Background: an optimization exercise with open tools, aiming at small area. Do not read the settings as production practice. In this exercise RTL edits were held to simulation tests only and were not proved equivalent to the original. In runs 2 to 4 the design's own scripts or RTL, not TritonCTS, make the clock network. The clock input has no modelled driver; a real chip could not lean on it and would need a root buffer or a full tree. Power and IR drop assume default switching activity.

$ cat flow/design.v
`timescale 1ns/1ps
package flash_ctrl_pkg;
    typedef enum logic [1:0]
    {
        OP_ERASE = 2'd0,
        OP_WRITE = 2'd1,
        OP_READ  = 2'd2
    } user_op_t;
    typedef enum logic [1:0]
    {
        SPI_INS   = 2'd0,      
        SPI_READ  = 2'd1,
        SPI_WRITE = 2'd2
    } spi_op_t;
    typedef enum logic [3:0]
    {
        ST_IDLE,
        ST_LATCH,
        ST_WREN,
        ST_PP_CMD,
        ST_PP_DATA,
        ST_SE_CMD,
        ST_RD_CMD,
        ST_RD_DATA,
        ST_SR_CMD,
        ST_SR_CHECK,
        ST_BUSY_WAIT
    } seq_state_t;
    localparam int ADDR_W = 24;           
    localparam int DATA_W = 8;
    localparam int NUM_W  = 9;            
    localparam int OP_W   = 32;           
    localparam int LEN_W  = 16;
    localparam logic [DATA_W-1:0] CMD_WREN = 8'h06;
    localparam logic [DATA_W-1:0] CMD_PP   = 8'h02;
    localparam logic [DATA_W-1:0] CMD_SE   = 8'h20;
    localparam logic [DATA_W-1:0] CMD_READ = 8'h03;
    localparam logic [DATA_W-1:0] CMD_RDSR = 8'h05;
    localparam int CMD_BITS     = 8;
    localparam int CMDADDR_BITS = 32;
    localparam int STATUS_CLKS  = 16;     
    localparam int SR_WIP_BIT = 0;        
    localparam int BUSY_WAIT_CYCLES = 256;
    localparam int FIFO_DEPTH       = 256;
endpackage
`timescale 1ns/1ps
`timescale 1ns/1ps
`timescale 1ns/1ps
`timescale 1ns/1ps
import flash_ctrl_pkg::*;
module flash_ctrl
(
    input  logic              i_clk,
    input  logic              i_rst,
    input  logic [1:0]        i_op_type,
    input  logic [ADDR_W-1:0] i_op_addr,
    input  logic [NUM_W-1:0]  i_op_num,
    input  logic              i_op_valid,
    output logic              o_op_ready,
    input  logic [DATA_W-1:0] i_wr_data,
    input  logic              i_wr_sop,
    input  logic              i_wr_eop,
    input  logic              i_wr_valid,
    output logic [DATA_W-1:0] o_rd_data,
    output logic              o_rd_sop,
    output logic              o_rd_eop,
    output logic              o_rd_valid,
    output logic [OP_W-1:0]   o_spi_op_data,
    output logic [1:0]        o_spi_op_type,
    output logic [LEN_W-1:0]  o_spi_op_len,
    output logic [LEN_W-1:0]  o_spi_clk_len,
    output logic              o_spi_op_valid,
    input  logic              i_spi_op_ready,
    output logic [DATA_W-1:0] o_spi_write_data,
    input  logic              i_spi_write_req,
    input  logic [DATA_W-1:0] i_spi_read_data,
    input  logic              i_spi_read_valid
);
    localparam logic [2:0] S_IDLE   = 3'd0;
    localparam logic [2:0] S_WREN   = 3'd1;    
    localparam logic [2:0] S_WREN_W = 3'd2;    
    localparam logic [2:0] S_CMD    = 3'd3;    
    localparam logic [2:0] S_DATA   = 3'd4;    
    localparam logic [2:0] S_POLL   = 3'd5;    
    localparam logic [2:0] S_POLL_W = 3'd6;    
    localparam logic [2:0] S_BUSY   = 3'd7;    
    localparam logic [7:0] LFSR_END = 8'h80;
    logic [2:0]        r_state;
    logic [1:0]        r_type;
    logic [ADDR_W-1:0] r_addr;
    logic [NUM_W-1:0]  r_num;         
    logic              r_sr_busy;
    logic              r_rd_pend;     
    logic              r_rd_valid;
    logic              r_rd_sop;
    logic              r_rd_eop;
    logic [8*FIFO_DEPTH-1:0] r_wring;      
    logic [8*FIFO_DEPTH-1:0] r_rring;      
    logic [7:0]        r_head;        
    logic [7:0]        w_wtap;
    logic [7:0]        w_rtap;
    logic              w_accept;
    logic              w_is_read;
    logic              w_is_write;
    logic              w_is_erase;
    logic              w_aligned;
    logic              w_ins32;
    logic              w_wr_align;
    logic              w_rd_push;
    logic              w_rot;
    logic              w_wr_pop;
    logic              w_rd_pop;
    logic              w_sr_busy;
    logic              w_cmd;
    logic              w_poll;
    logic [8:0]        w_data_clks;
    assign w_is_read  = (r_type == OP_READ);
    assign w_is_write = (r_type == OP_WRITE);
    assign w_is_erase = (r_type == OP_ERASE);
    assign o_op_ready = (r_state == S_IDLE);
    assign w_accept   = i_op_valid && o_op_ready;
    assign w_aligned  = (r_head[5:0] == 6'd63);
    assign w_ins32    = !r_num[5];
    assign w_wr_align = w_is_write && ((r_state == S_WREN) || (r_state == S_WREN_W) || (r_state == S_CMD));
    assign w_rd_push  = (r_state == S_DATA) && w_is_read && i_spi_read_valid;
    assign w_rot      = (w_wr_align || r_rd_pend) && !w_aligned;
    assign w_rd_pop   = r_rd_pend && w_aligned;
    assign w_wr_pop   = (r_state == S_DATA) && i_spi_write_req;
    always_ff @(posedge i_clk)
    begin
        if (i_wr_valid || (w_wr_align && !w_aligned) || w_wr_pop)
            r_wring <= {r_wring[8*FIFO_DEPTH-9:0], i_wr_valid ? i_wr_data : r_wring[8*FIFO_DEPTH-1 -: 8]};
    end
    always_ff @(posedge i_clk)
    begin
        if (w_rd_push || (r_rd_pend && !w_aligned) || w_rd_pop)
        begin
            r_rring <= {r_rring[8*FIFO_DEPTH-9:0], r_rring[8*FIFO_DEPTH-1 -: 8]};
            if (w_rd_push && !w_ins32)
                r_rring[7:0] <= i_spi_read_data;
            if (w_rd_push && w_ins32)
                r_rring[8*32 +: 8] <= i_spi_read_data;
        end
    end
    always_ff @(posedge i_clk)
    begin
        if (w_accept)
            r_head <= {i_op_num[7:6], i_op_num[5] || (i_op_type == OP_READ), i_op_num[4:0]};
        else if (w_rot)
            r_head <= r_head + 1'b1;
    end
    always_comb
    begin
        w_wtap = '0;
        w_rtap = '0;
        for (int k = 0; k < 4; k++)
            if (r_head[7:6] == 2'(k))
            begin
                w_wtap = r_wring[8*(64*k+63) +: 8];
                w_rtap = r_rring[8*(64*k+63) +: 8];
            end
    end
    assign o_spi_write_data = w_wtap;
    assign o_rd_data        = w_rtap;
    always_ff @(posedge i_clk or posedge i_rst)
    begin
        if (i_rst)
        begin
            r_rd_pend  <= 1'b0;
            r_rd_valid <= 1'b0;
            r_rd_sop   <= 1'b0;
            r_rd_eop   <= 1'b0;
        end
        else
        begin
            if ((r_state == S_DATA) && w_is_read && i_spi_op_ready)
                r_rd_pend <= 1'b1;
            else if (w_rd_pop && (r_num == NUM_W'(1)))
                r_rd_pend <= 1'b0;
            r_rd_valid <= w_rd_pop;
            r_rd_sop   <= w_rd_pop && !r_rd_valid;
            r_rd_eop   <= w_rd_pop && (r_num == NUM_W'(1));
        end
    end
    assign o_rd_valid = r_rd_valid;
    assign o_rd_sop   = r_rd_sop;
    assign o_rd_eop   = r_rd_eop;
    always_ff @(posedge i_clk)
    begin
        if (w_accept)
        begin
            r_type <= i_op_type;
            r_addr <= i_op_addr;
        end
        else if (w_poll)
            r_addr[7:0] <= 8'h00;
        else if (r_state == S_BUSY)
            r_addr[7:0] <= {r_addr[6:0], r_addr[7] ^ r_addr[5] ^ r_addr[4] ^ r_addr[3] ^ (r_addr[6:0] == 7'h00)};
    end
    always_ff @(posedge i_clk)
    begin
        if (w_accept)
            r_num <= i_op_num;
        else if (w_rd_pop)
            r_num <= r_num - 1'b1;
    end
    assign w_sr_busy = r_sr_busy || (i_spi_read_valid && i_spi_read_data[SR_WIP_BIT]);
    always_ff @(posedge i_clk or posedge i_rst)
    begin
        if (i_rst)
        begin
            r_state   <= S_IDLE;
            r_sr_busy <= 1'b0;
        end
        else
        begin
            case (r_state)
                S_IDLE:
                    if (w_accept)
                        r_state <= (i_op_type == OP_READ) ? S_CMD : S_WREN;
                S_WREN:
                    if (i_spi_op_ready)
                        r_state <= S_WREN_W;
                S_WREN_W:
                    if (i_spi_op_ready)
                        r_state <= S_CMD;
                S_CMD:
                    if (o_spi_op_valid && i_spi_op_ready)
                        r_state <= S_DATA;
                S_DATA:
                    if (i_spi_op_ready)
                        r_state <= S_POLL;
                S_POLL:
                    if (i_spi_op_ready)
                        r_state <= S_POLL_W;
                S_POLL_W:
                    if (i_spi_op_ready)
                        r_state <= w_sr_busy ? S_BUSY : S_IDLE;
                default:
                    if (r_addr[7:0] == LFSR_END)
                        r_state <= S_POLL;
            endcase
            if (r_state == S_POLL)
                r_sr_busy <= 1'b0;
            else if ((r_state == S_POLL_W) && i_spi_read_valid)
                r_sr_busy <= i_spi_read_data[SR_WIP_BIT];
        end
    end
    assign w_cmd  = (r_state == S_CMD);
    assign w_poll = (r_state == S_POLL);
    assign o_spi_op_valid = (r_state == S_WREN) || w_poll || (w_cmd && (!w_is_write || w_aligned));
    assign w_data_clks = r_num + 9'd4;
    always_comb
    begin
        o_spi_op_data = {CMD_WREN, ADDR_W'(0)};
        o_spi_op_type = SPI_INS;
        o_spi_op_len  = LEN_W'(CMD_BITS);
        o_spi_clk_len = LEN_W'(CMD_BITS);
        if (w_poll)
        begin
            o_spi_op_data = {CMD_RDSR, ADDR_W'(0)};
            o_spi_op_type = SPI_READ;
            o_spi_clk_len = LEN_W'(STATUS_CLKS);
        end
        else if (w_cmd)
        begin
            o_spi_op_len = LEN_W'(CMDADDR_BITS);
            if (w_is_erase)
            begin
                o_spi_op_data = {CMD_SE, r_addr};
                o_spi_clk_len = LEN_W'(CMDADDR_BITS);
            end
            else if (w_is_write)
            begin
                o_spi_op_data = {CMD_PP, r_addr};
                o_spi_op_type = SPI_WRITE;
                o_spi_clk_len = LEN_W'({w_data_clks, 3'b000});
            end
            else
            begin
                o_spi_op_data = {CMD_READ, r_addr};
                o_spi_op_type = SPI_READ;
                o_spi_clk_len = LEN_W'({w_data_clks, 3'b000});
            end
        end
    end
endmodule
$ cat flow/flow/run.sh
#!/bin/bash
# Standard layout with three changes to what the flow inserts (the design and constraints are
# untouched): port buffers use the smallest buffer; clock tree synthesis clusters up to 32
# flip-flops per leaf buffer and adds no dummy loads; and after clock tree synthesis the last
# two levels of the clock tree become inverters, with each upper inverter's load split over
# two inverters (flow/swap_clk.tcl), so each flip-flop still sees the clock through an even
# number of inversions. If that step finds anything it does not expect, the standard clock
# tree is kept. Each tool's output goes to its own log here: standard_cts.log (synthesis to
# clock tree), swap_clk.log, standard.log (routing to the final layout).
set -e
export BUFFER_PORTS_ARGS="-buffer_cell sky130_fd_sc_hd__buf_1"
export CTS_ARGS="-sink_clustering_enable -repair_clock_nets -sink_clustering_size 32 -sink_clustering_max_diameter 80 -buf_list sky130_fd_sc_hd__clkbuf_16 -dont_use_dummy_load"
bash standard.sh cts > standard_cts.log 2>&1
RES=$PWD/orfs/results/sky130hd/flash_ctrl/base
if SWAP_IN=$RES/4_cts.odb SWAP_OUT=$RES/4_cts_swapped.odb \
   SWAP_LEAF_CELL=sky130_fd_sc_hd__inv_12 SWAP_UP_CELL=sky130_fd_sc_hd__inv_16 \
   SWAP_BIG_CELL=sky130_fd_sc_hd__inv_16 SWAP_TARGET_NS=0.116 SWAP_LIMIT_NS=0.128 SWAP_SPLIT=1 \
   SWAP_LIB=$FLOW_HOME/platforms/sky130hd/lib/sky130_fd_sc_hd__tt_025C_1v80.lib \
   SWAP_SDC=$RES/4_cts.sdc PLATFORM_DIR=$FLOW_HOME/platforms/sky130hd \
   openroad -no_init -exit flow/swap_clk.tcl > swap_clk.log 2>&1; then
  mv $RES/4_cts_swapped.odb $RES/4_cts.odb
fi
bash standard.sh > standard.log 2>&1
$ cat flow/flow/swap_clk.tcl
# Turn the last two levels of the clock tree into inverters: each leaf clock buffer becomes an
# inverter of the leaf size and each buffer driving the leaves an inverter of the upper size,
# so every flip-flop still sees the clock through an even number of inversions. With
# SWAP_SPLIT set, each upper inverter's leaves are split in two halves by position and the
# second half gets an upper inverter of its own, at the same level of the tree. Leaves whose
# flip-flops see a clock edge slower than SWAP_TARGET_NS (placement estimate) are upsized to
# SWAP_BIG_CELL. Cells keep their place (detailed placement legalizes the new ones); the
# registers are untouched. The script exits with an error, and writes nothing, if the tree is
# not as expected or the worst clock pin slew ends over SWAP_LIMIT_NS.
set odb_in  $::env(SWAP_IN)
set odb_out $::env(SWAP_OUT)
set leaf_cell $::env(SWAP_LEAF_CELL)
set up_cell   $::env(SWAP_UP_CELL)
read_db $odb_in
set db [ord::get_db]
set block [ord::get_db_block]
set m_leaf [$db findMaster $leaf_cell]
set m_up   [$db findMaster $up_cell]
# the leaves are looked up again by name after swapping


proc out_iterm {inst} {
  foreach it [$inst getITerms] {
    if {[$it isOutputSignal]} { return $it }
  }
  return ""
}
proc in_iterm {inst} {
  foreach it [$inst getITerms] {
    if {[$it isInputSignal]} { return $it }
  }
  return ""
}
proc is_clkbuf {inst} {
  return [string match "sky130_fd_sc_hd__clkbuf_*" [[$inst getMaster] getName]]
}

# walk the clock tree from the clock port
set clk_net [$block findNet i_clk]
array set depth {}
set flop_depths {}
set frontier [list [list $clk_net 0]]
set bufs_by_depth [dict create]
set n_flops 0
while {[llength $frontier] > 0} {
  set next {}
  foreach item $frontier {
    lassign $item net d
    foreach it [$net getITerms] {
      if {![$it isInputSignal]} continue
      set inst [$it getInst]
      if {[is_clkbuf $inst]} {
        set o [out_iterm $inst]
        dict lappend bufs_by_depth [expr {$d + 1}] $inst
        lappend next [list [$o getNet] [expr {$d + 1}]]
      } elseif {[[$it getMTerm] getName] eq "CLK"} {
        lappend flop_depths $d
        incr n_flops
      } else {
        puts "SWAP abort: clock reaches [$inst getName]/[[$it getMTerm] getName]"
        exit 1
      }
    }
  }
  set frontier $next
}
set depths [lsort -unique $flop_depths]
puts "SWAP flops $n_flops at buffer depths $depths"
if {[llength $depths] != 1 || [lindex $depths 0] < 2} {
  puts "SWAP abort: flops not all at one depth"
  exit 1
}
set D [lindex $depths 0]
set leaves [dict get $bufs_by_depth $D]
set ups    [dict get $bufs_by_depth [expr {$D - 1}]]
# every buffer at depth D must drive only flops, every one at D-1 only leaves
foreach inst $leaves {
  foreach it [[[out_iterm $inst] getNet] getITerms] {
    if {[$it isInputSignal] && [[$it getMTerm] getName] ne "CLK"} { puts "SWAP abort: leaf drives non-flop"; exit 1 }
  }
}
foreach inst $ups {
  foreach it [[[out_iterm $inst] getNet] getITerms] {
    if {[$it isInputSignal] && [lsearch -exact $leaves [$it getInst]] < 0} { puts "SWAP abort: upper buffer drives non-leaf"; exit 1 }
  }
}

proc swap {block inst master} {
  set name [$inst getName]
  set in_net  [[in_iterm $inst] getNet]
  set out_net [[out_iterm $inst] getNet]
  set loc [$inst getLocation]
  set orient [$inst getOrient]
  odb::dbInst_destroy $inst
  set new [odb::dbInst_create $block $master $name]
  $new setOrient $orient
  $new setLocation [lindex $loc 0] [lindex $loc 1]
  $new setPlacementStatus PLACED
  [$new findITerm A] connect $in_net
  [$new findITerm Y] connect $out_net
}
set leaf_names {}
foreach inst $leaves { lappend leaf_names [$inst getName]; swap $block $inst $m_leaf }
set up_names {}
foreach inst $ups    { lappend up_names [$inst getName]; swap $block $inst $m_up }
# split each upper inverter's leaves into two halves (by position) and give the second half
# an inverter of its own, placed at that half's centre
if {[info exists ::env(SWAP_SPLIT)] && $::env(SWAP_SPLIT)} {
  set k 0
  foreach uname $up_names {
    set up [$block findInst $uname]
    set out_net [[$up findITerm Y] getNet]
    set in_net  [[$up findITerm A] getNet]
    set loads {}
    foreach it [$out_net getITerms] {
      if {[$it isInputSignal]} {
        set li [$it getInst]
        lassign [$li getLocation] x y
        lappend loads [list $it $x $y]
      }
    }
    if {[llength $loads] < 4} continue
    # split along the wider spread
    set xs {}; set ys {}
    foreach l $loads { lappend xs [lindex $l 1]; lappend ys [lindex $l 2] }
    set dx [expr {[tcl::mathfunc::max {*}$xs] - [tcl::mathfunc::min {*}$xs]}]
    set dy [expr {[tcl::mathfunc::max {*}$ys] - [tcl::mathfunc::min {*}$ys]}]
    set idx [expr {$dx >= $dy ? 1 : 2}]
    set loads [lsort -integer -index $idx $loads]
    set half [expr {[llength $loads] / 2}]
    set second [lrange $loads $half end]
    set new_net [odb::dbNet_create $block "clknet_split_$k"]
    $new_net setSigType CLOCK
    set new [odb::dbInst_create $block $m_up "clkinv_split_$k"]
    set cx 0; set cy 0
    foreach l $second { incr cx [lindex $l 1]; incr cy [lindex $l 2] }
    set n [llength $second]
    $new setLocation [expr {$cx / $n}] [expr {$cy / $n}]
    $new setPlacementStatus PLACED
    [$new findITerm A] connect $in_net
    [$new findITerm Y] connect $new_net
    foreach l $second {
      set it [lindex $l 0]
      $it disconnect
      $it connect $new_net
    }
    incr k
  }
  puts "SWAP split $k upper inverters"
}
global_connect
puts "SWAP swapped [llength $leaves] leaves to $leaf_cell and [llength $ups] upper buffers to $up_cell"

# upsize the leaves whose flip-flops see too slow a clock edge
read_liberty $::env(SWAP_LIB)
read_sdc $::env(SWAP_SDC)
source $::env(PLATFORM_DIR)/setRC.tcl
set_propagated_clock [all_clocks]
set big_cell $::env(SWAP_BIG_CELL)
set target $::env(SWAP_TARGET_NS)
proc worst_sink_slew {name} {
  set w 0
  foreach p [get_pins -of_objects [get_nets -of_objects [get_pins $name/Y]] -filter "direction==input"] {
    set s [get_property $p slew_max]
    if {$s > $w} { set w $s }
  }
  return $w
}
estimate_parasitics -placement
set n_up 0
foreach name $leaf_names {
  if {[worst_sink_slew $name] > $target} {
    replace_cell [get_cells $name] $big_cell
    incr n_up
  }
}
puts "SWAP upsized $n_up leaves to $big_cell"
detailed_placement
check_placement
estimate_parasitics -placement
set m 0
foreach pin [all_registers -clock_pins -edge_triggered] { set s [get_property $pin slew_max]; if {$s > $m} {set m $s} }
puts "SWAP worst clock pin slew after swap $m"
if {$m > $::env(SWAP_LIMIT_NS)} {
  puts "SWAP abort: clock pin slew $m over limit"
  exit 1
}
write_db $odb_out
$ cat flow/standard.sh
#!/bin/bash
# synth_recipe.tcl (not shown) runs the flow's synth.tcl, then flattens the netlist and writes it again
# the make line also repeats each setting of config.mk as NAME=value (left out here)
make -C /OpenROAD-flow-scripts/flow DESIGN_CONFIG=/design/flow/config.mk WORK_HOME=/design/flow/orfs CLKGATE_MAP_FILE= SYNTH_SCRIPT=/design/flow/synth_recipe.tcl "${@:-finish}"
$ cat flow/config.mk
export PLATFORM = sky130hd
export DESIGN_NAME = flash_ctrl
export DESIGN_NICKNAME = flash_ctrl
export VERILOG_FILES = /design/flow/design.v
export SDC_FILE = /design/flow/constraint.sdc
export NUM_CORES = 4
export LEC_CHECK = 0
export CAP_MARGIN = 0
export CORE_MARGIN = 2
export CORE_UTILIZATION = 70
export CTS_BUF_LIST = sky130_fd_sc_hd__clkbuf_16
export CTS_CLUSTER_DIAMETER = 80
export CTS_CLUSTER_SIZE = 32
export SLEW_MARGIN = 0
$ cat flow/constraint.sdc
create_clock -name core_clock -period 10.0 [get_ports {i_clk}]
set_input_delay 2.0000 -clock core_clock [delete_from_list [all_inputs] [get_ports {i_clk}]]
set_output_delay 2.0000 -clock core_clock [all_outputs]
set_load 0.01 [all_outputs]
==> out/qor.yml, run 1 <==
outcome:
  status: "timing/DRC/antenna clean"
pwr:
  p_leak_nw: 40.13
  p_comb_frac: 0.038
  switching_share: 0.1956
  p_per_area_nw_per_um2: 233.7
  p_seq_frac: 0.736
  p_int_w: 0.02521
  vdd_drop_max_uv: 195.1
  power_switching_w: 0.006131
  p_clk_frac: 0.226
placed_design:
  numPortBuffers: 119
  hpwl_um: 66640
  gp_congestion: 0.7459
synth:
  synth_cells: 4456
  yosysTopAreaCell: "edfxtp_1"
  synth_cell_types: 51
  synth_ff_type: "edfxtp_1"
  yosys.area.top_type_share: 0.9811
  synthTopCellsByArea: "edfxtp_1 98%, mux4_2 0.28%, mux2_2 0.22%"
  synth.ff_latch_count: 4147
  synth_edf_count: 4139
  synthArstFlopShare: 0.001929
  synth_area_um2: 126700
  seq_area_frac_synth: 0.9827
  yosys_warnings: 1
  syn_avg_cell_area_um2: 28.43
clock_tree:
  cts_tree: "done"
  hold_buffers: 0
  cts_setup_buffers: 0
  root_buffer: "clkbuf_16"
  clkSinkCount: 4147
  cts_resized: 0
  clk_path_buf_depth: 3
  insertion_delay_ps: 820
  clkSlewWorstSetupHoldPaths_ps: 100
  htreeDepth: 4
  numCtsBuffers: 149
die:
  chipWidth_um: 429.4
  start_util: 0.7024
  die_h_um: 429.4
  rows: 156
  die_area_um2: 184400
  core_area_um2: 180400
  ios: 147
timing:
  fin_crit_ps: 5238
  setup_viol: 0
  maxSlewHeadroom: 0.08832
  worst_slew_pin_slew_ps: 1368
  holdWs_ps: 397.2
  hold_viol_final: 0
  skew_ps: 59.17
  slew_violations: 0
  rsz0062_at_grt: "no"
  fmax_mhz: 190.9
  fin_crit_sh: 0.5238
  finalSetupTns_ps: 0
critical_path:
  critPathCaptureType: "output port"
  crit_required_ps: 8000
  r2r_start: "r_head[0]"
  r2r_cells: 7
  r2r-end: "r_wring[1100]"
  r2r_setup_slack_ps: 5770
  path_max_fanout: 12
  cp_data_arrival_time_ps: 3240
  path_class: "reg2out"
  start_kind: "flip-flop"
hold_path:
  holdCritPathClass: "reg2reg"
  worstHoldEndpoint: "r_wring[1171]"
  hold_depth: 0
  min-delay-start: "r_wring[1163]"
route:
  drt_iter0_drc: 4334
  vias: 40090
  finalWirelength_um: 142900
  drt_first_pass_iters: 5
  postRouteAntennaNets: 0
  wire_per_inst_um: 20.09
  viasPerCell: 5.636
  drc: 0
finish:
  finalNetCount: 4809
  drive_gt1_frac: 0.05146
  fillers: 9558
  mostFrequentLayoutCells: "4,139 x edfxtp_1, 149 x clkbuf_16, 118 x buf_1"
  antennaDiodeCount: 0
  synthToLayoutAreaGrowth_pct: 5.886
  mostFrequentLayoutCell: "edfxtp_1"
grt:
  gr-usage-all-layers: 0.1511
  grt_pass1_vias: 36430
  grt_pass1_wl_um: 213300
  antenna_found_initial: 0
  grt_start_max_net_pins: 228
  overflow: 0
flow_run:
  max_cap_viol_count: 0
==> routing by layer <==
| metal | track usage | part of all wire |
|---|---|---|
| met5 | 0 | 0 |
| met4 | 0.03954 | 0.018 |
| met3 | 0.02391 | 0.035 |
| met2 | 0.1929 | 0.41 |
| met1 | 0.2775 | 0.54 |
==> synthesized netlist by cell type, types with 4 or more instances <==
| cell type | number |
|---|---|
| edfxtp_1 | 4139 |
| nand2_1 | 41 |
| nor2_1 | 32 |
| buf_4 | 27 |
| and2_1 | 25 |
| mux2_2 | 25 |
| mux4_2 | 16 |
| nand3_1 | 14 |
| a21oi_1 | 13 |
| clkbuf_1 | 13 |
| o21ai_0 | 13 |
| inv_1 | 10 |
| xnor2_1 | 9 |
| dfrtp_1 | 8 |
| buf_2 | 7 |
| xor2_1 | 7 |
| ha_1 | 5 |
| and3_1 | 4 |
==> cell families (layout without fill, tap and decap cells) <==
group,count (synthesis),in the layout,synth area share
AOI/OAI and AO/OA,41,41,0.002005
xor gates and xnor gates,16,16,0.001106
adders and majority gates,5,5,0.0004939
buffers and inverters,58,320,0.002588
DFF,4147,4147,0.9827
muxes,42,42,0.005146
other,1,25,0.00002960
and+or+nand+nor,146,146,0.005906
==> through the flow <==
step / utilization / instance area [um^2] / setup WS (ps) / instances / total power (W)
4_1_cts: 0.7437 / 134100 / 4447 / 7112 / 0.03176
5_1_grt: 0.7437 / 134100 / 4533 / 7112 / 0.03256
6_report: 0.7437 / 134100 / 4762 / 7112 / 0.03134
2_1_floorplan: - / 126800 / -24550 / 4480 / 0.02599
3_5_place_dp: 0.7231 / 130400 / 4630 / 6963 / 0.02465
3_3_place_gp: 0.7231 / 130400 / 4737 / 6963 / 0.02461
==> worst max-delay path: stages (launching register included) <==
cell	delay (ps)
edfxtp_1	970
buf_4	620
mux4_2	650
buf_1	190
==> cell type report <==
class	instances	area, um^2	share of cell area
clock buffer	149	3729	0.02780
multi-input combinational	275	1978	0.01475
tap	2370	2965	0.02211
sequential	4147	124500	0.9281
inverter	11	41.29	0.0003078
timing repair buffer	160	930.9	0.006940
==> state kept, by name, indices dropped and copies added (netlist names) <==
name / flops
r_addr: 24
r_rring: 2048
r_rd_sop: 1
r_num: 9
r_type: 2
r_rd_eop: 1
r_rd_pend: 1
r_sr_busy: 1
r_wring: 2048
r_head: 8
r_state: 3
r_rd_valid: 1
==> power groups by stage <==
stage | logic (W) | clock network, W | registers, W
final | 0.00120 | 0.00707 | 0.0231
after floorplan | 0.000867 | 0 | 0.0251
after global routing | 0.00135 | 0.00791 | 0.0233
after global placement | 0.00122 | 0 | 0.0234
after detailed placement | 0.00125 | 0 | 0.0234
after CTS | 0.00124 | 0.00742 | 0.0231
==> worst max-delay path by stage <==
stage	slack, ps	depth (start not counted)	endpoint	from
6_report	4760	3	o_spi_write_data[7]	r_head[6]
2_1_floorplan	-24550	5	r_wring[0]	r_head[0]
3_3_place_gp	4740	6	r_wring[1252]	i_wr_valid
5_1_grt	4530	3	o_spi_write_data[7]	r_head[6]
4_1_cts	4450	3	o_spi_write_data[7]	r_head[6]
3_5_place_dp	4630	6	r_wring[1276]	i_wr_valid
==> run 2, diff against run 1 <==
--- a/flow/flow/run.sh
+++ b/flow/flow/run.sh
@@ -14,7 +14,7 @@
 RES=$PWD/orfs/results/sky130hd/flash_ctrl/base
 if SWAP_IN=$RES/4_cts.odb SWAP_OUT=$RES/4_cts_swapped.odb \
    SWAP_LEAF_CELL=sky130_fd_sc_hd__inv_12 SWAP_UP_CELL=sky130_fd_sc_hd__inv_16 \
-   SWAP_BIG_CELL=sky130_fd_sc_hd__inv_16 SWAP_TARGET_NS=0.116 SWAP_LIMIT_NS=0.128 SWAP_SPLIT=1 \
+   SWAP_BIG_CELL=sky130_fd_sc_hd__inv_16 SWAP_TARGET_NS=0.116 SWAP_LIMIT_NS=0.1295 SWAP_SPLIT=1 \
    SWAP_LIB=$FLOW_HOME/platforms/sky130hd/lib/sky130_fd_sc_hd__tt_025C_1v80.lib \
    SWAP_SDC=$RES/4_cts.sdc PLATFORM_DIR=$FLOW_HOME/platforms/sky130hd \
    openroad -no_init -exit flow/swap_clk.tcl > swap_clk.log 2>&1; then
==> run 2 against run 1 <==
Effect of this change: cell area fell by 0.32%; routed wire length about the same; combinational power is essentially flat; clock-buffer cell count is 148 lower; worst setup slack got worse by 590 ps; register-to-register slack gained 60 ps; synthesized cell count is the same; largest power group unchanged.
==> out/qor.yml, run 2 <==
outcome:
  status: "timing/DRC/antenna clean"
hold_path:
  holdCritPathClass: "reg2reg"
  min-delay-start: "r_rring[1366]"
  hold_depth: 0  # unchanged
  worstHoldEndpoint: "r_rring[1374]"
die:
  die_area_um2: 184400  # unchanged
  ios: 147  # unchanged
  core_area_um2: 180400  # unchanged
  rows: 156  # unchanged
  die_h_um: 429.4  # unchanged
  chipWidth_um: 429.4  # unchanged
  start_util: 0.7024  # unchanged
critical_path:
  r2r-end: "r_wring[1100]"
  path_class: "reg2out"
  path_max_fanout: 12  # unchanged
  r2r_setup_slack_ps: 5830  # +60 ps
  r2r_cells: 7  # unchanged
  cp_slowest_cell: "edfxtp_1"
  crit_required_ps: 8000  # about the same
  slowest_delay_ps: 950  # -20 ps
  crit_chain: "buf_4, mux4_2, buf_1"
  r2r_start: "r_head[0]"
  critPathCaptureType: "output port"
  cp_data_arrival_time_ps: 3830  # +590 ps
  start_kind: "flip-flop"
finish:
  mostFrequentLayoutCell: "edfxtp_1"
  finalNetCount: 4825  # +0.33%
  drive_gt1_frac: 0.05464  # +0.003190
  reg.largest.list: "r_rring (2048), r_wring (2048), r_addr (24)"
  synthToLayoutAreaGrowth_pct: 5.547
  fin_util: 0.7413  # -0.002379
  mostFrequentLayoutCells: "4,139 x edfxtp_1, 161 x inv_16, 118 x buf_1"
timing:
  setup_viol: 0  # unchanged
  hold_viol_final: 0  # unchanged
  maxSlewHeadroom: 0.08849  # +0.0001732
  finalSetupTns_ps: 0  # unchanged
  fin_crit_ps: 5827  # +589.2 ps
  fin_crit_sh: 0.5827  # +0.05892
  rsz0062_at_grt: "no"
  slew_violations: 0  # unchanged
  skew_ps: 117.4  # +58.24 ps
  holdWs_ps: 363.9  # -33.28 ps
  worst_slew_pin_slew_ps: 1367  # -0.2599 ps
  fmax_mhz: 171.6  # -10%
pwr:
  vdd_drop_max_uv: 370.7  # +90%
  p_per_area_nw_per_um2: 233.5  # about the same
  p_leak_nw: 39.90  # -0.56%
synth:
  synth_simple_gate_area_frac: 0.005906  # unchanged
  synth_cells: 4456  # unchanged
  synth.ff_latch_count: 4147  # unchanged
  synthXorXnorAreaFrac: 0.001106  # unchanged
  synthMuxAreaShare: 0.005146  # unchanged
  synth_ff_type: "edfxtp_1"
  synth_area_um2: 126700  # unchanged
  seq_area_frac_synth: 0.9827  # unchanged
  synthArstFlopShare: 0.001929  # unchanged
  synthAdderAreaFrac: 0.0004939  # unchanged
  yosysTopAreaCell: "edfxtp_1"
  yosys.area.top_type_share: 0.9811  # unchanged
  synthTopCellsByArea: "edfxtp_1 98%, mux4_2 0.28%, mux2_2 0.22%"
  synth_top_family_by_area: "simple AND/OR/NAND/NOR gates"
  synth_edf_count: 4139  # unchanged
  synth_compound_area_frac: 0.002005  # unchanged
  ys_top_cells_by_count: "4,139 x edfxtp_1, 41 x nand2_1, 32 x nor2_1"
  syn_avg_cell_area_um2: 28.43  # unchanged
  yosys.cell_count.top_type: "edfxtp_1"
  yosys_warnings: 1  # unchanged
  synth_cell_types: 51  # unchanged
grt:
  antenna_found_initial: 0  # unchanged
  overflow: 0  # unchanged
  grt_pass1_wl_um: 213600  # +0.15%
  gr-usage-all-layers: 0.1528  # +0.001609
  grt_pass1_vias: 36650  # +0.60%
  grt_start_max_net_pins: 228  # unchanged
route:
  viasPerCell: 5.640  # about the same
  wire_per_inst_um: 20.03  # -0.32%
  drt_iter0_drc: 4412  # +1.8%
  vias: 40210  # +0.30%
  drc: 0  # unchanged
  drt_first_pass_iters: 5  # unchanged
  finalWirelength_um: 142800  # about the same
  postRouteAntennaNets: 0  # unchanged
clock_tree:
  cts_resized: 0  # unchanged
  clkSlewWorstSetupHoldPaths_ps: 120  # +20 ps
  clkSinkCount: 4147  # unchanged
  cts_setup_buffers: 0  # unchanged
  hold_buffers: 0  # unchanged
  insertion_delay_ps: 1470  # +650 ps
placed_design:
  gp_congestion: 0.7459  # unchanged
  hpwl_um: 66640  # unchanged
  numPortBuffers: 119  # unchanged
flow_run:
  max_cap_viol_count: 0  # unchanged
==> run 2: layer usage <==
layer,global-route usage,part of all wire,up-vias
met1,0.2762,0.54,21080
met2,0.1934,0.41,563
met3,0.03116,0.036,183
li1,-,-,18380
met4,0.04064,0.017,0
met5,0,0,-
==> run 2: cell families after synthesis <==
group / after synthesis
simple gates: 146
buf+inv: 58
mux: 42
xor+xnor: 16
other cells: 1
flops: 4147
compound gates: 41
fa+ha+maj: 5
==> run 2: how the worst max path moves through the flow <==
stage | from | endpoint | slack [ps] | depth (start not counted)
after CTS | r_head[6] | o_spi_write_data[7] | 4450 | 3
after detailed placement | i_wr_valid | r_wring[1276] | 4630 | 6
after floorplan | r_head[0] | r_wring[0] | -24550 | 5
after global placement | i_wr_valid | r_wring[1252] | 4740 | 6
final | r_head[6] | o_spi_write_data[7] | 4170 | 3
after global routing | r_head[6] | o_spi_write_data[7] | 3910 | 3
==> run 2: metrics by stage <==
| stage | std cells | worst slack, ps | total power, W | cell area, um^2 |
|---|---|---|---|---|
| after floorplan | 4480 | -24550 | 0.02599 | 126800 |
| after global placement | 6963 | 4737 | 0.02461 | 130400 |
| after detailed placement | 6963 | 4630 | 0.02465 | 130400 |
| after CTS | 7112 | 4447 | 0.03176 | 134100 |
| after global routing | 7128 | 3910 | 0.03248 | 133700 |
| final | 7129 | 4173 | 0.03121 | 133700 |
==> run 2: worst max-delay path, delay by kind of cell, from the launching register on <==
kind,cells,cell delay (ps)
flip-flops,1,950
buffers and inverters,2,810
multiplexers,1,650
==> run 2: area by class of cell <==
cell class                 count  area, um^2
timing repair buffer         160       930.9
antenna                        1       2.502
fill                        9645       46650
clock buffer                   1       25.02
sequential                  4147      124500
tap                         2370        2965
multi-input combinational    275        1978
inverter                     175        3313
==> run 2: power by group <==
| group | internal (W) | leakage (nW) | switching (W) |
|---|---|---|---|
| Combinational | 0.000234 | 1.21 | 0.000970 |
| Sequential | 0.0223 | 37.1 | 0.000792 |
| Clock | 0.00112 | 1.61 | 0.00582 |
==> run 3, diff against run 2 <==
--- a/flow/design.v
+++ b/flow/design.v
@@ -94,11 +94,9 @@
     logic              r_rd_valid;
     logic              r_rd_sop;
     logic              r_rd_eop;
-    logic [8*FIFO_DEPTH-1:0] r_wring;      
-    logic [8*FIFO_DEPTH-1:0] r_rring;      
+    logic [8*FIFO_DEPTH-1:0] r_ring;
     logic [7:0]        r_head;        
-    logic [7:0]        w_wtap;
-    logic [7:0]        w_rtap;
+    logic [7:0]        w_tap;
     logic              w_accept;
     logic              w_is_read;
     logic              w_is_write;
@@ -106,10 +104,11 @@
     logic              w_aligned;
     logic              w_ins32;
     logic              w_wr_align;
-    logic              w_rd_push;
+    logic              w_push;
     logic              w_rot;
-    logic              w_wr_pop;
+    logic              w_pop;
     logic              w_rd_pop;
+    logic              w_shift;
     logic              w_sr_busy;
     logic              w_cmd;
     logic              w_poll;
@@ -120,26 +119,22 @@
     assign o_op_ready = (r_state == S_IDLE);
     assign w_accept   = i_op_valid && o_op_ready;
     assign w_aligned  = (r_head[5:0] == 6'd63);
-    assign w_ins32    = !r_num[5];
+    assign w_ins32    = !i_wr_valid && w_is_read && !r_num[5];
     assign w_wr_align = w_is_write && ((r_state == S_WREN) || (r_state == S_WREN_W) || (r_state == S_CMD));
-    assign w_rd_push  = (r_state == S_DATA) && w_is_read && i_spi_read_valid;
+    assign w_push     = i_wr_valid || ((r_state == S_DATA) && w_is_read && i_spi_read_valid);
     assign w_rot      = (w_wr_align || r_rd_pend) && !w_aligned;
     assign w_rd_pop   = r_rd_pend && w_aligned;
-    assign w_wr_pop   = (r_state == S_DATA) && i_spi_write_req;
-    always_ff @(posedge i_clk)
-    begin
-        if (i_wr_valid || (w_wr_align && !w_aligned) || w_wr_pop)
-            r_wring <= {r_wring[8*FIFO_DEPTH-9:0], i_wr_valid ? i_wr_data : r_wring[8*FIFO_DEPTH-1 -: 8]};
-    end
-    always_ff @(posedge i_clk)
-    begin
-        if (w_rd_push || (r_rd_pend && !w_aligned) || w_rd_pop)
-        begin
-            r_rring <= {r_rring[8*FIFO_DEPTH-9:0], r_rring[8*FIFO_DEPTH-1 -: 8]};
-            if (w_rd_push && !w_ins32)
-                r_rring[7:0] <= i_spi_read_data;
-            if (w_rd_push && w_ins32)
-                r_rring[8*32 +: 8] <= i_spi_read_data;
+    assign w_pop      = w_rd_pop || ((r_state == S_DATA) && i_spi_write_req);
+    assign w_shift    = w_push || w_rot || w_pop;
+    always_ff @(posedge i_clk)
+    begin
+        if (w_shift)
+        begin
+            r_ring <= {r_ring[8*FIFO_DEPTH-9:0], r_ring[8*FIFO_DEPTH-1 -: 8]};
+            if (w_push && !w_ins32)
+                r_ring[7:0] <= i_wr_valid ? i_wr_data : i_spi_read_data;
+            if (w_push && w_ins32)
+                r_ring[8*32 +: 8] <= i_spi_read_data;
         end
     end
     always_ff @(posedge i_clk)
@@ -151,17 +146,13 @@
     end
     always_comb
     begin
-        w_wtap = '0;
-        w_rtap = '0;
+        w_tap = '0;
         for (int k = 0; k < 4; k++)
             if (r_head[7:6] == 2'(k))
-            begin
-                w_wtap = r_wring[8*(64*k+63) +: 8];
-                w_rtap = r_rring[8*(64*k+63) +: 8];
-            end
-    end
-    assign o_spi_write_data = w_wtap;
-    assign o_rd_data        = w_rtap;
+                w_tap = r_ring[8*(64*k+63) +: 8];
+    end
+    assign o_spi_write_data = w_tap;
+    assign o_rd_data        = w_tap;
     always_ff @(posedge i_clk or posedge i_rst)
     begin
         if (i_rst)
==> flow/flow/run.sh (replaced) <==
#!/bin/bash
# Standard layout with three changes to what the flow inserts (the design and constraints are
# untouched): port buffers use the smallest buffer; clock tree synthesis clusters up to 40
# flip-flops per leaf buffer and adds no dummy loads; and after clock tree synthesis the last
# two levels of the clock tree become inverters, with each upper inverter's load split over
# two inverters (flow/swap_clk.tcl), so each flip-flop still sees the clock through an even
# number of inversions. If that step finds anything it does not expect, the standard clock
# tree is kept. Each tool's output goes to its own log here: standard_cts.log (synthesis to
# clock tree), swap_clk.log, standard.log (routing to the final layout).
set -e
export BUFFER_PORTS_ARGS="-buffer_cell sky130_fd_sc_hd__buf_1"
export CTS_ARGS="-sink_clustering_enable -repair_clock_nets -sink_clustering_size 40 -sink_clustering_max_diameter 90 -buf_list sky130_fd_sc_hd__clkbuf_16 -dont_use_dummy_load"
bash standard.sh cts > standard_cts.log 2>&1
RES=$PWD/orfs/results/sky130hd/flash_ctrl/base
if SWAP_IN=$RES/4_cts.odb SWAP_OUT=$RES/4_cts_swapped.odb \
   SWAP_LEAF_CELL=sky130_fd_sc_hd__inv_12 SWAP_UP_CELL=sky130_fd_sc_hd__inv_16 \
   SWAP_BIG_CELL=sky130_fd_sc_hd__inv_16 SWAP_TARGET_NS=0.116 SWAP_LIMIT_NS=0.128 SWAP_SPLIT=1 \
   SWAP_LIB=$FLOW_HOME/platforms/sky130hd/lib/sky130_fd_sc_hd__tt_025C_1v80.lib \
   SWAP_SDC=$RES/4_cts.sdc PLATFORM_DIR=$FLOW_HOME/platforms/sky130hd \
   openroad -no_init -exit flow/swap_clk.tcl > swap_clk.log 2>&1; then
  mv $RES/4_cts_swapped.odb $RES/4_cts.odb
fi
bash standard.sh > standard.log 2>&1
--- a/flow/config.mk
+++ b/flow/config.mk
@@ -9,6 +9,6 @@
 export CORE_MARGIN = 2
 export CORE_UTILIZATION = 70
 export CTS_BUF_LIST = sky130_fd_sc_hd__clkbuf_16
-export CTS_CLUSTER_DIAMETER = 80
-export CTS_CLUSTER_SIZE = 32
+export CTS_CLUSTER_DIAMETER = 90
+export CTS_CLUSTER_SIZE = 40
 export SLEW_MARGIN = 0
==> run 3 against run 2 <==
Effect of this change: still clean; routed wire length is 49% lower; critical path depth up 2; sequential cell count fell by 2048; sequential power decreased by 29%; register-to-register slack gained 240 ps; cell area is 49% lower; global-route usage decreased by 0.25 points; area after synthesis is 49% lower; clock power is 56% lower; largest power group unchanged; highest routed layer is now met5.
==> out/qor.yml, run 3 <==
clock_tree:
  clkSinkCount: 2099  # -49%
  clkSlewWorstSetupHoldPaths_ps: 120  # about the same
  cts_setup_buffers: 0  # unchanged
  insertion_delay_ps: 700  # -770 ps
  cts_resized: 0  # unchanged
  hold_buffers: 0  # unchanged
timing:
  rsz0062_at_grt: "no"
  worst_slew_pin_slew_ps: 1146  # -221.0 ps
  hold_viol_final: 0  # unchanged
  skew_ps: 45.43  # -71.98 ps
  finalWorstSetupSlack_ps: 5238  # +1064 ps
  slew_violations: 0  # unchanged
  fmax_mhz: 210.0  # +22%
  fin_crit_ps: 4762  # -1064 ps
  setup_viol: 0  # unchanged
  fin_crit_sh: 0.4762  # -0.1064
  finalSetupTns_ps: 0  # unchanged
  maxSlewHeadroom: 0.2358  # +0.1473
  holdWs_ps: 378.8  # +14.89 ps
pwr:
  p_seq_frac: 0.816  # +0.077
  p_clk_frac: 0.152  # -0.070
  vdd_drop_max_uv: 210.7  # -43%
  switching_share: 0.2228  # -0.02011
  p_int_w: 0.01574  # -33%
  p_per_area_nw_per_um2: 296.9  # +27%
  power_switching_w: 0.004513  # -40%
  p_leak_nw: 25.96  # -35%
  p_comb_frac: 0.032  # -0.007
die:
  die_h_um: 308.7  # -28%
  core_area_um2: 91800  # -49%
  die_area_um2: 95290  # -48%
  rows: 111  # -29%
  ios: 147  # unchanged
  chipWidth_um: 308.7  # -28%
  start_util: 0.7079  # +0.005508
critical_path:
  start_kind: "input port"
  path_max_fanout: 196  # +184
  crit_chain: "buf_1, a21oi_2, nand4_1, buf_12, buf_4"
  cp_data_arrival_time_ps: 5060  # +1230 ps
  slowest_delay_ps: 950  # about the same
  path_class: "in2reg"
  cp_slowest_cell: "buf_4"
  critical_path_buf_inv_count: 3  # +1
  critPathCaptureType: "flip-flop"
  crit_required_ps: 10300  # +2300 ps
  crit_family: "buffers and inverters"
route:
  drc: 0  # unchanged
  vias: 21320  # -47%
  drt_iter0_drc: 2295  # -48%
  routed.top_layer: "met5"
  wire_per_inst_um: 19.09  # -4.7%
  postRouteAntennaNets: 0  # unchanged
  wl_met3_um: 2784  # -45%
  wl_met2_um: 30310  # -48%
  finalWirelength_um: 72990  # -49%
  m1WireLength_um: 38630  # -50%
  drt_first_pass_iters: 5  # unchanged
  viasPerCell: 5.574  # -1.2%
synth:
  yosysTopAreaCell: "edfxtp_1"
  ys_top_cells_by_count: "2,091 x edfxtp_1, 48 x nand2_1, 35 x buf_4"
  syn_avg_cell_area_um2: 26.95  # -5.2%
  synth_ff_type: "edfxtp_1"
  synthArstFlopShare: 0.003811  # +0.001882
  yosys.area.top_type_share: 0.9662  # -0.01493
  synth_area_um2: 64990  # -49%
  synthTopCellsByArea: "edfxtp_1 97%, buf_4 0.40%, dfrtp_1 0.31%"
  yosys.cell_count.top_type: "edfxtp_1"
  synth_cell_types: 41  # -20%
  synth_edf_count: 2091  # -49%
  synth.ff_latch_count: 2099  # -49%
  yosys_warnings: 1  # unchanged
  seq_area_frac_synth: 0.9693  # -0.01343
  synth_cells: 2411  # -46%
grt:
  antenna_found_initial: 2  # +2
  gr-usage-all-layers: 0.1502  # -0.002508
  grt_start_max_net_pins: 225  # -1.3%
  grt_pass1_wl_um: 110600  # -48%
  overflow: 0  # unchanged
  grt_pass1_vias: 19370  # -47%
placed_design:
  placed_area_um2: 66980  # -49%
  numPortBuffers: 119  # unchanged
  dp_slack_ps: 4468  # -162.3 ps
  hpwl_um: 34360  # -48%
  gp_congestion: 0.8301  # +11%
finish:
  postLayoutCellArea_um2: 68230  # -49%
  synthToLayoutAreaGrowth_pct: 4.996
  mostFrequentLayoutCells: "2,091 x edfxtp_1, 119 x buf_1, 59 x inv_16"
  largest-register: "r_ring"
  mostFrequentLayoutCell: "edfxtp_1"
  drive_gt1_frac: 0.03992  # -0.01472
  finalNetCount: 2647  # -45%
  reg.largest.list: "r_ring (2048), r_addr (24), r_num (9)"
  largest_register_ffs: 2048
flow_run:
  max_cap_viol_count: 0  # unchanged
outcome:
  status: "timing/DRC/antenna clean"
hold_path:
  holdCritPathClass: "reg2reg"
[run 3: changes by cell type in the layout (fill, tap and decap cells not counted), moves of 8 or more]
cell      before   now
buf_4         27    10
edfxtp_1    4139  2091
inv_16       161    59
mux2_2        25     0
mux2_4         0     8
mux4_2        16     8
o21ai_0       12    24
[run 3: through the flow]
step / util / power (W) / cells
floorplan: - / 0.01768 / 2435
global placement: 0.7296 / 0.01724 / 3760
detailed placement: 0.7296 / 0.01725 / 3760
CTS: 0.7456 / 0.02064 / 3819
global route: 0.7432 / 0.02117 / 3823
finish: 0.7433 / 0.02026 / 3824
[run 3: worst register-to-register path: cells and delay by family (launching register included)]
kind	cells	cell delay [ps]
buffers and inverters	2	1790
adder cells (fa/ha/maj)	1	200
AND/OR/NAND/NOR	4	1070
flip-flops	1	420
[run 3: power by group through the flow]
| stage | Combinational [W] | Clock [W] | Sequential, W |
|---|---|---|---|
| 2_1_floorplan | 0.000521 | 0 | 0.0172 |
| 3_3_place_gp | 0.000643 | 0 | 0.0166 |
| 3_5_place_dp | 0.000663 | 0 | 0.0166 |
| 4_1_cts | 0.000662 | 0.00336 | 0.0166 |
| 5_1_grt | 0.000719 | 0.00350 | 0.0169 |
| 6_report | 0.000650 | 0.00307 | 0.0165 |
[run 3: worst paths after layout]
check                            start      endpoint  slack (ps)  depth (start not counted)
max in group asynchronous        i_rst      r_rd_sop        8530                          2
min                        r_ring[215]   r_ring[223]         380                          0
min in group asynchronous        i_rst     r_rd_pend        1210                          2
max reg2reg                  r_head[0]  r_ring[1101]        6070                          7
max                         i_wr_valid  r_ring[1101]        5240                          5
min reg2reg                r_ring[215]   r_ring[223]         380                          0
[run 3: routing by layer]
metal  vias up  GRT usage
met5         -          0
met4         2    0.03766
met3        79    0.02487
met2       362     0.2002
met1     11090     0.2664
li1       9787          -
[run 3: area by class of cell]
| type | count | area (um^2) |
|---|---|---|
| sequential | 2099 | 62990 |
| timing repair buffer | 137 | 681.9 |
| tap | 1243 | 1555 |
| inverter | 74 | 1275 |
| antenna | 1 | 2.502 |
| fill | 4909 | 23570 |
| multi-input combinational | 269 | 1703 |
| clock buffer | 1 | 25.02 |
[run 3: logic make-up after synthesis]
kind of cell | after synthesis | share of synthesized area
buf+inv | 67 | 0.006065
flops | 2099 | 0.9693
other cells | 1 | 0.00005770
simple gates | 143 | 0.01072
mux | 24 | 0.005853
compound gates | 54 | 0.004621
fa+ha+maj | 5 | 0.0009627
xor+xnor | 18 | 0.002426
==> run 4, diff against run 3 <==
--- a/flow/flow/run.sh
+++ b/flow/flow/run.sh
@@ -2,11 +2,9 @@
 # Standard layout with three changes to what the flow inserts (the design and constraints are
 # untouched): port buffers use the smallest buffer; clock tree synthesis clusters up to 40
 # flip-flops per leaf buffer and adds no dummy loads; and after clock tree synthesis the last
-# two levels of the clock tree become inverters, with each upper inverter's load split over
-# two inverters (flow/swap_clk.tcl), so each flip-flop still sees the clock through an even
-# number of inversions. If that step finds anything it does not expect, the standard clock
-# tree is kept. Each tool's output goes to its own log here: standard_cts.log (synthesis to
-# clock tree), swap_clk.log, standard.log (routing to the final layout).
+# two levels of the clock tree become inverters (flow/swap_clk.tcl), so each flip-flop still
+# sees the clock through an even number of inversions. If that step finds anything it does
+# not expect, the standard clock tree is kept.
 set -e
 export BUFFER_PORTS_ARGS="-buffer_cell sky130_fd_sc_hd__buf_1"
 export CTS_ARGS="-sink_clustering_enable -repair_clock_nets -sink_clustering_size 40 -sink_clustering_max_diameter 90 -buf_list sky130_fd_sc_hd__clkbuf_16 -dont_use_dummy_load"
--- a/flow/flow/swap_clk.tcl
+++ b/flow/flow/swap_clk.tcl
@@ -1,12 +1,7 @@
 # Turn the last two levels of the clock tree into inverters: each leaf clock buffer becomes an
 # inverter of the leaf size and each buffer driving the leaves an inverter of the upper size,
-# so every flip-flop still sees the clock through an even number of inversions. With
-# SWAP_SPLIT set, each upper inverter's leaves are split in two halves by position and the
-# second half gets an upper inverter of its own, at the same level of the tree. Leaves whose
-# flip-flops see a clock edge slower than SWAP_TARGET_NS (placement estimate) are upsized to
-# SWAP_BIG_CELL. Cells keep their place (detailed placement legalizes the new ones); the
-# registers are untouched. The script exits with an error, and writes nothing, if the tree is
-# not as expected or the worst clock pin slew ends over SWAP_LIMIT_NS.
+# so every flip-flop still sees the clock through an even number of inversions. Cells keep
+# their place; the tree's shape and the registers are untouched.
 set odb_in  $::env(SWAP_IN)
 set odb_out $::env(SWAP_OUT)
 set leaf_cell $::env(SWAP_LEAF_CELL)
==> run 4 against run 3 <==
Effect of this change: clock skew did not move; routed wire length did not move; maximum frequency did not move; still clean on timing, DRC and antenna; utilization did not move; total power did not move; sequential cell count did not move; global-route usage did not move; cell count did not move; register-to-register slack barely moved.
==> out/qor.yml, run 4 <==
pwr:
  p_leak_nw: 25.96  # unchanged
  p_int_w: 0.01574  # unchanged
  switching_share: 0.2228  # unchanged
  p_per_area_nw_per_um2: 296.9  # unchanged
  p_comb_frac: 0.032  # about the same
  p_clk_frac: 0.152  # about the same
  vdd_drop_max_uv: 210.7  # unchanged
  power_switching_w: 0.004513  # unchanged
  p_seq_frac: 0.816  # about the same
hold_path:
  holdCritPathClass: "reg2reg"
  hold_depth: 0  # unchanged
synth:
  seq_area_frac_synth: 0.9693  # unchanged
  synthXorXnorAreaFrac: 0.002426  # unchanged
  synth_ff_type: "edfxtp_1"
  synthTopCellsByArea: "edfxtp_1 97%, buf_4 0.40%, dfrtp_1 0.31%"
  yosys.cell_count.top_type: "edfxtp_1"
  synth_top_family_by_area: "simple AND/OR/NAND/NOR gates"
  ys_top_cells_by_count: "2,091 x edfxtp_1, 48 x nand2_1, 35 x buf_4"
  synthArstFlopShare: 0.003811  # unchanged
  synthMuxAreaShare: 0.005853  # unchanged
  synth_area_um2: 64990  # unchanged
  synthAdderAreaFrac: 0.0009627  # unchanged
  synth_compound_area_frac: 0.004621  # unchanged
  yosysTopAreaCell: "edfxtp_1"
  synth.ff_latch_count: 2099  # unchanged
  yosys_warnings: 1  # unchanged
  synth_cell_types: 41  # unchanged
  syn_avg_cell_area_um2: 26.95  # unchanged
  synth_cells: 2411  # unchanged
  synth_edf_count: 2091  # unchanged
  synth_simple_gate_area_frac: 0.01072  # unchanged
  yosys.area.top_type_share: 0.9662  # unchanged
route:
  viasPerCell: 5.574  # unchanged
  wire_per_inst_um: 19.09  # unchanged
  postRouteAntennaNets: 0  # unchanged
  finalWirelength_um: 72990  # unchanged
  drc: 0  # unchanged
  drt_iter0_drc: 2295  # unchanged
  vias: 21320  # unchanged
  drt_first_pass_iters: 5  # unchanged
timing:
  skew_ps: 45.43  # unchanged
  fmax_mhz: 210.0  # unchanged
  finalSetupTns_ps: 0  # unchanged
  finalWorstSetupSlack_ps: 5238  # unchanged
  setup_viol: 0  # unchanged
  fin_crit_sh: 0.4762  # unchanged
  holdWs_ps: 378.8  # unchanged
  hold_viol_final: 0  # unchanged
  fin_crit_ps: 4762  # unchanged
  rsz0062_at_grt: "no"
  slew_violations: 0  # unchanged
  worst_slew_pin_slew_ps: 1146  # unchanged
  maxSlewHeadroom: 0.2358  # unchanged
finish:
  drive_gt1_frac: 0.03992  # unchanged
  synthToLayoutAreaGrowth_pct: 4.996  # unchanged
  finalNetCount: 2647  # unchanged
  largest-register: "r_ring"
  mostFrequentLayoutCells: "2,091 x edfxtp_1, 119 x buf_1, 59 x inv_16"
  largest_register_ffs: 2048  # unchanged
  mostFrequentLayoutCell: "edfxtp_1"
  reg.largest.list: "r_ring (2048), r_addr (24), r_num (9)"
die:
  core_area_um2: 91800  # unchanged
  die_h_um: 308.7  # unchanged
  start_util: 0.7079  # unchanged
  chipWidth_um: 308.7  # unchanged
  rows: 111  # unchanged
  ios: 147  # unchanged
  die_area_um2: 95290  # unchanged
clock_tree:
  cts_resized: 0  # unchanged
  clkSlewWorstSetupHoldPaths_ps: 120  # about the same
  cts_setup_buffers: 0  # unchanged
  hold_buffers: 0  # unchanged
  clkSinkCount: 2099  # unchanged
  insertion_delay_ps: 700  # about the same
grt:
  grt_pass1_vias: 19370  # unchanged
  antenna_found_initial: 2  # unchanged
  gr-usage-all-layers: 0.1502  # unchanged
  overflow: 0  # unchanged
  grt_start_max_net_pins: 225  # unchanged
  grt_pass1_wl_um: 110600  # unchanged
critical_path:
  slowest_delay_ps: 950  # about the same
  cp_slowest_cell: "buf_4"
  crit_family: "buffers and inverters"
  r2r_cells: 7  # unchanged
  path_class: "in2reg"
  crit_chain: "buf_1, a21oi_2, nand4_1, buf_12, buf_4"
  path_max_fanout: 196  # unchanged
  critical_path_buf_inv_count: 3  # unchanged
  cp.depth: 5  # unchanged
  crit_required_ps: 10300  # about the same
  start_kind: "input port"
  cp_data_arrival_time_ps: 5060  # about the same
  critPathCaptureType: "flip-flop"
flow_run:
  max_cap_viol_count: 0  # unchanged
placed_design:
  gp_congestion: 0.8301  # unchanged
  hpwl_um: 34360  # unchanged
  dp_slack_ps: 4468  # unchanged
  numPortBuffers: 119  # unchanged
outcome:
  status: "timing/DRC/antenna clean"
-- run 4: cell counts in the layout (fill, tap and decap cells not counted) --
Identical to the previous run, type by type.
-- run 4: final timing paths --
check                       startpoint      endpoint  slack (ps)
setup / recovery            i_wr_valid  r_ring[1101]        5240
hold / removal             r_ring[215]   r_ring[223]         380
setup reg to reg             r_head[0]  r_ring[1101]        6070
hold reg to reg            r_ring[215]   r_ring[223]         380
max in group asynchronous        i_rst      r_rd_sop        8530
min in group asynchronous        i_rst     r_rd_pend        1210
-- run 4: final cells by class --
| type | count | area [um^2] |
|---|---|---|
| antenna | 1 | 2.502 |
| clock buffer | 1 | 25.02 |
| fill | 4909 | 23570 |
| inverter | 74 | 1275 |
| multi-input combinational | 269 | 1703 |
| sequential | 2099 | 62990 |
| tap | 1243 | 1555 |
| timing repair buffer | 137 | 681.9 |
-- run 4: metrics by stage --
stage	instances	utilization	total power [W]	instance area [um^2]
6_report	3824	0.7433	0.02026	68230
2_1_floorplan	2435	-	0.01768	65100
3_5_place_dp	3760	0.7296	0.01725	66980
4_1_cts	3819	0.7456	0.02064	68450
3_3_place_gp	3760	0.7296	0.01724	66980
5_1_grt	3823	0.7432	0.02117	68230
-- run 4: kinds of logic (layout without fill, tap and decap cells) --
kind of cell,after synthesis,count (layout)
AO/OA/AOI/OAI,54,54
multiplexers,24,24
XOR/XNOR,18,18
adder cells (fa/ha/maj),5,5
flip-flops,2099,2099
buffers and inverters,67,212
AND/OR/NAND/NOR,143,143
other,1,26
-- run 4: layer usage --
layer  share of wire  wire, um  GRT usage  vias to the layer above
li1                -         -          -                     9787
met1            0.53     38630     0.2664                    11090
met2            0.42     30310     0.2002                      362
met3           0.038      2784    0.02487                       79
met4           0.017      1243    0.03766                        2
met5         0.00018        13          0                        -
-- run 4: power groups by stage --
stage,logic [W],clock network [W],registers (W)
floorplan,0.000521,0,0.0172
global placement,0.000643,0,0.0166
detailed placement,0.000663,0,0.0166
CTS,0.000662,0.00336,0.0166
global route,0.000719,0.00350,0.0169
finish,0.000650,0.00307,0.0165

==> afterwards: timing with drivers on the ports <==
Ports are ideal in the flow. The routed layouts listed here were re-timed in OpenROAD. Step 1 sets driving cells, clkbuf_16 on the clock port and buf_2 on the other inputs (assumed; they add their load-dependent delay and slew). Step 2, shift: input delay + t, output delay - t, t = (earliest + latest rising clock arrival at the registers) / 2. This alone moves slack from input paths to output paths. Slacks: ideal ports / drivers / drivers and shift; pairs: ideal ports / drivers.
run	t, ns	setup slack, ns	cell pins on the clock port's net
run 1	0.881	4.762 / 4.671 / 4.618	1
run 2	1.506	4.173 / 4.079 / 4.657	1
run 3	0.743	5.238 / 5.280 / 4.537	1
run 4	0.743	5.238 / 5.280 / 4.537	1
After both steps setup and hold are still met in every run listed.
